Background: an optimization exercise with open tools, aiming at small area. Do not read the settings as production practice.
Function was checked by simulation only, so behaviour that the tests miss may differ from the original.
Power figures rest on the tool's default switching activity, not on a simulated workload.

==> flow/design.v <==
package simd_wrap_pkg;
  typedef logic [32-1:0] lane_data_t;
  typedef logic [2-1:0] lane_cntl_t;
  typedef logic [8-1:0] op_tag_t;
  typedef logic [4-1:0] lane_mask_t;
  typedef struct packed {
    lane_cntl_t cntl;
    lane_data_t data;
  } lane_result_t;
  typedef struct packed {
    op_tag_t                        tag;
    lane_mask_t                     valid;
    lane_result_t [4-1:0] lanes;
  } upstream_regs_t;
  typedef enum logic [2:0] {
    WAIT,
    SEND,
    WAIT_COMPLETE,
    WAIT_RELEASE,
    DONE
  } upstream_state_e;
endpackage
module result_fifo #(
  parameter int DEPTH = 3,
  parameter int WIDTH = 34
) (
  input  logic             clk,
  input  logic             rst,
  input  logic             write,
  input  logic [WIDTH-1:0] write_data,
  input  logic             remove,
  output logic [DEPTH-1:0] valid,
  output logic [WIDTH-1:0] head_data
);
  logic [WIDTH-1:0] mem [DEPTH];
  logic [DEPTH-1:0] leave;
  logic [DEPTH-1:0] load;
  always_comb
  begin
    leave[DEPTH-1] = remove;
    for (int k = DEPTH - 2; k >= 0; k--)
      leave[k] = valid[k] & (~valid[k+1] | leave[k+1]);
    load[0] = write;
    for (int k = 1; k < DEPTH; k++)
      load[k] = leave[k-1];
  end
  always_ff @(posedge clk)
  begin
    if (load[0])
      mem[0] <= write_data;
    for (int k = 1; k < DEPTH; k++)
      if (load[k])
        mem[k] <= mem[k-1];
  end
  always_ff @(posedge clk)
  begin
    if (rst)
      valid <= '0;
    else
      valid <= (valid & ~leave) | load;
  end
  assign head_data = mem[DEPTH-1];
endmodule
module upstream_seq (
  input  logic clk,
  input  logic rst,
  input  logic go_q,
  input  logic stack_complete_q,
  output logic pop
);
  simd_wrap_pkg::upstream_state_e state_q;
  always_ff @(posedge clk)
  begin
    if (rst)
      state_q <= simd_wrap_pkg::WAIT;
    else
      case (state_q)
        simd_wrap_pkg::WAIT:
          if (go_q)
            state_q <= simd_wrap_pkg::SEND;
        simd_wrap_pkg::SEND:
          state_q <= simd_wrap_pkg::WAIT_COMPLETE;
        simd_wrap_pkg::WAIT_COMPLETE:
          if (stack_complete_q)
            state_q <= simd_wrap_pkg::WAIT_RELEASE;
        simd_wrap_pkg::WAIT_RELEASE:
          if (!stack_complete_q)
            state_q <= simd_wrap_pkg::DONE;
        default:
          state_q <= simd_wrap_pkg::WAIT;
      endcase
  end
  assign pop = state_q == simd_wrap_pkg::SEND;
endmodule
module simd_wrapper (
  input  logic                          clk,
  input  logic                          rst,
  input  logic [4-1:0]        result_valid,
  input  logic [4*(2+32)-1:0] result,
  output logic [4-1:0]        result_ready,
  input  logic                          tag_valid,
  input  logic [8-1:0]    tag,
  output logic                          tag_ready,
  input  logic                          stack_ready,
  input  logic                          stack_complete,
  output logic [8+4+4*(2+32)-1:0] upstream
);
  localparam int WORD_W  = 2 + 32;
  localparam int LANES_W = 4 * WORD_W;
  localparam int LINE_D  = 6 / 2;
  localparam int TAG_D   = 2 + 1;
  logic [4-1:0]     lane_nonempty;
  logic [LANES_W-1:0]         lane_popped;
  logic [TAG_D-1:0]           tag_valid_q;
  logic [8-1:0] tag_popped;
  logic [1:0]                 tag_held;
  logic                       tag_below;
  logic                       pop;
  logic                       go_q;
  logic                       stack_complete_q;
  logic                       valid_q;
  logic                       rd_line;
  logic [4-1:0]     wr_line;
  for (genvar i = 0; i < 4; i++)
  begin : g_lane
    logic [LINE_D-1:0] valid_a;
    logic [LINE_D-1:0] valid_b;
    logic [WORD_W-1:0] head_a;
    logic [WORD_W-1:0] head_b;
    result_fifo #(
      .DEPTH (LINE_D),
      .WIDTH (WORD_W)
    ) u_line_a (
      .clk        (clk),
      .rst        (rst),
      .write      (result_valid[i] & ~wr_line[i]),
      .write_data (result[i*WORD_W +: WORD_W]),
      .remove     (valid_q & ~rd_line),
      .valid      (valid_a),
      .head_data  (head_a)
    );
    result_fifo #(
      .DEPTH (LINE_D),
      .WIDTH (WORD_W)
    ) u_line_b (
      .clk        (clk),
      .rst        (rst),
      .write      (result_valid[i] & wr_line[i]),
      .write_data (result[i*WORD_W +: WORD_W]),
      .remove     (valid_q & rd_line),
      .valid      (valid_b),
      .head_data  (head_b)
    );
    always_ff @(posedge clk)
    begin
      if (rst)
        wr_line[i] <= 1'b0;
      else if (result_valid[i])
        wr_line[i] <= ~wr_line[i];
    end
    assign result_ready[i]  = ~((&valid_a) & (&valid_b)) | valid_q;
    assign lane_nonempty[i] = (|valid_a) | (|valid_b);
    assign lane_popped[i*WORD_W +: WORD_W] = rd_line ? head_b : head_a;
  end
  result_fifo #(
    .DEPTH (TAG_D),
    .WIDTH (8)
  ) u_tag_fifo (
    .clk        (clk),
    .rst        (rst),
    .write      (tag_valid),
    .write_data (tag),
    .remove     (valid_q),
    .valid      (tag_valid_q),
    .head_data  (tag_popped)
  );
  upstream_seq u_upstream_seq (
    .clk              (clk),
    .rst              (rst),
    .go_q             (go_q),
    .stack_complete_q (stack_complete_q),
    .pop              (pop)
  );
  always_comb
  begin
    tag_held = '0;
    for (int k = 0; k < TAG_D; k++)
      tag_held = tag_held + 2'(tag_valid_q[k]);
    tag_held  = tag_held - 2'(valid_q);
    tag_below = tag_held < 2'(2);
  end
  always_ff @(posedge clk)
  begin
    if (rst)
    begin
      go_q      <= 1'b0;
      tag_ready <= 1'b0;
      valid_q   <= 1'b0;
      rd_line   <= 1'b0;
    end
    else
    begin
      go_q      <= (&lane_nonempty) & (|tag_valid_q) & stack_ready;
      tag_ready <= tag_below;
      valid_q   <= pop;
      if (valid_q)
        rd_line <= ~rd_line;
    end
  end
  always_ff @(posedge clk)
    stack_complete_q <= stack_complete;
  assign upstream = {tag_popped, {4{valid_q}}, lane_popped};
endmodule
==> flow/config.mk <==
export PLATFORM = sky130hd
export DESIGN_NAME = simd_wrapper
export DESIGN_NICKNAME = simd_wrapper
export VERILOG_FILES = /design/flow/design.v
export SDC_FILE = /design/flow/constraint.sdc
export NUM_CORES = 4
export LEC_CHECK = 0
export CAP_MARGIN = 0
export CORE_MARGIN = 2
export CORE_UTILIZATION = 70
export GPL_TIMING_DRIVEN = 0
export SLEW_MARGIN = 0
==> flow/constraint.sdc <==
create_clock -name core_clock -period 4.0 [get_ports {clk}]
set_input_delay 0.8000 -clock core_clock [delete_from_list [all_inputs] [get_ports {clk}]]
set_output_delay 0.8000 -clock core_clock [all_outputs]
set_load 0.01 [all_outputs]
standard.sh (not shown) runs the stock make flow with config.mk's settings and CLKGATE_MAP_FILE= SYNTH_SCRIPT=/design/flow/synth_recipe.tcl, a recipe that flattens the netlist after the stock synthesis.
==> flow/flow/run.sh <==
#!/bin/bash
# ORFS layout through the standard.sh, changed in three ways:
#  - synthesis is synth_recipe.tcl unchanged except that Yosys's abc call uses
#    an area-oriented mapping script (flow/abc_area.script); registers are
#    mapped before abc, so their names and cells are the standard ones;
#  - ports are buffered with buf_1;
#  - the clock tree uses small clock buffers and no dummy loads.
# The make output goes to standard_make.log; each tool's log is in orfs/logs.
set -euo pipefail
WORK=$(pwd)
cat > "$WORK/area_synth.tcl" <<EOT
proc abc {args} {
  set i [lsearch -exact \$args -script]
  if {\$i >= 0} { lset args [expr {\$i + 1}] {$WORK/flow/abc_area.script} }
  yosys abc {*}\$args
}
source {$WORK/synth_recipe.tcl}
EOT
bash standard.sh \
  "SYNTH_SCRIPT=$WORK/area_synth.tcl" \
  "BUFFER_PORTS_ARGS=-buffer_cell sky130_fd_sc_hd__buf_1" \
  "CTS_ARGS=-sink_clustering_enable -repair_clock_nets -dont_use_dummy_load -buf_list {sky130_fd_sc_hd__clkbuf_8} -sink_clustering_size 18 -sink_clustering_max_diameter 50" \
  finish > standard_make.log 2>&1
==> flow/flow/abc_area.script <==
strash
dch
amap
The starting point ran to the end with no violations.
Change:
CAP_MARGIN = 10   (was 0)
CORE_UTILIZATION = 60   (was 70)
GPL_TIMING_DRIVEN = unset   (was 0)
SLEW_MARGIN = 10   (was 0)
After rerunning:
- utilization drops by 12 points
- maximum frequency climbs by 2.4%
- routed wire length increases by 1.8%
- register-to-register slack improves by 0.51 ns
- total power hardly moves
- final area decreases by 0.92%
- sequential cell count stays the same
- combinational power came out lower by 7.2%
- setup slack improved by 0.082 ns
- clock skew rises by 0.0073 ns
- sequential power barely changes

[re-timing with driven ports]
How much do the figures lean on ideal ports? The routed layouts below were timed once more, with nothing changed but the port constraints. Step 1 sets driving cells, clkbuf_16 on the clock port and buf_2 on the other inputs (assumed; they add their load-dependent delay and slew). Step 2 also shifts input and output timing later by t, the mid clock arrival at the registers, as if the neighbouring blocks saw the same clock. Three values: ideal, step 1, step 2; two values: the first two.
run | t, ns | slack for setup (ns) | pins driven straight from the clock port
the first run | 0.701 | 0.434 / 0.379 / 0.604 | 1
the second run | 0.700 | 0.516 / 0.465 / 1.111 | 1
After both steps setup and hold are still met in every run listed.
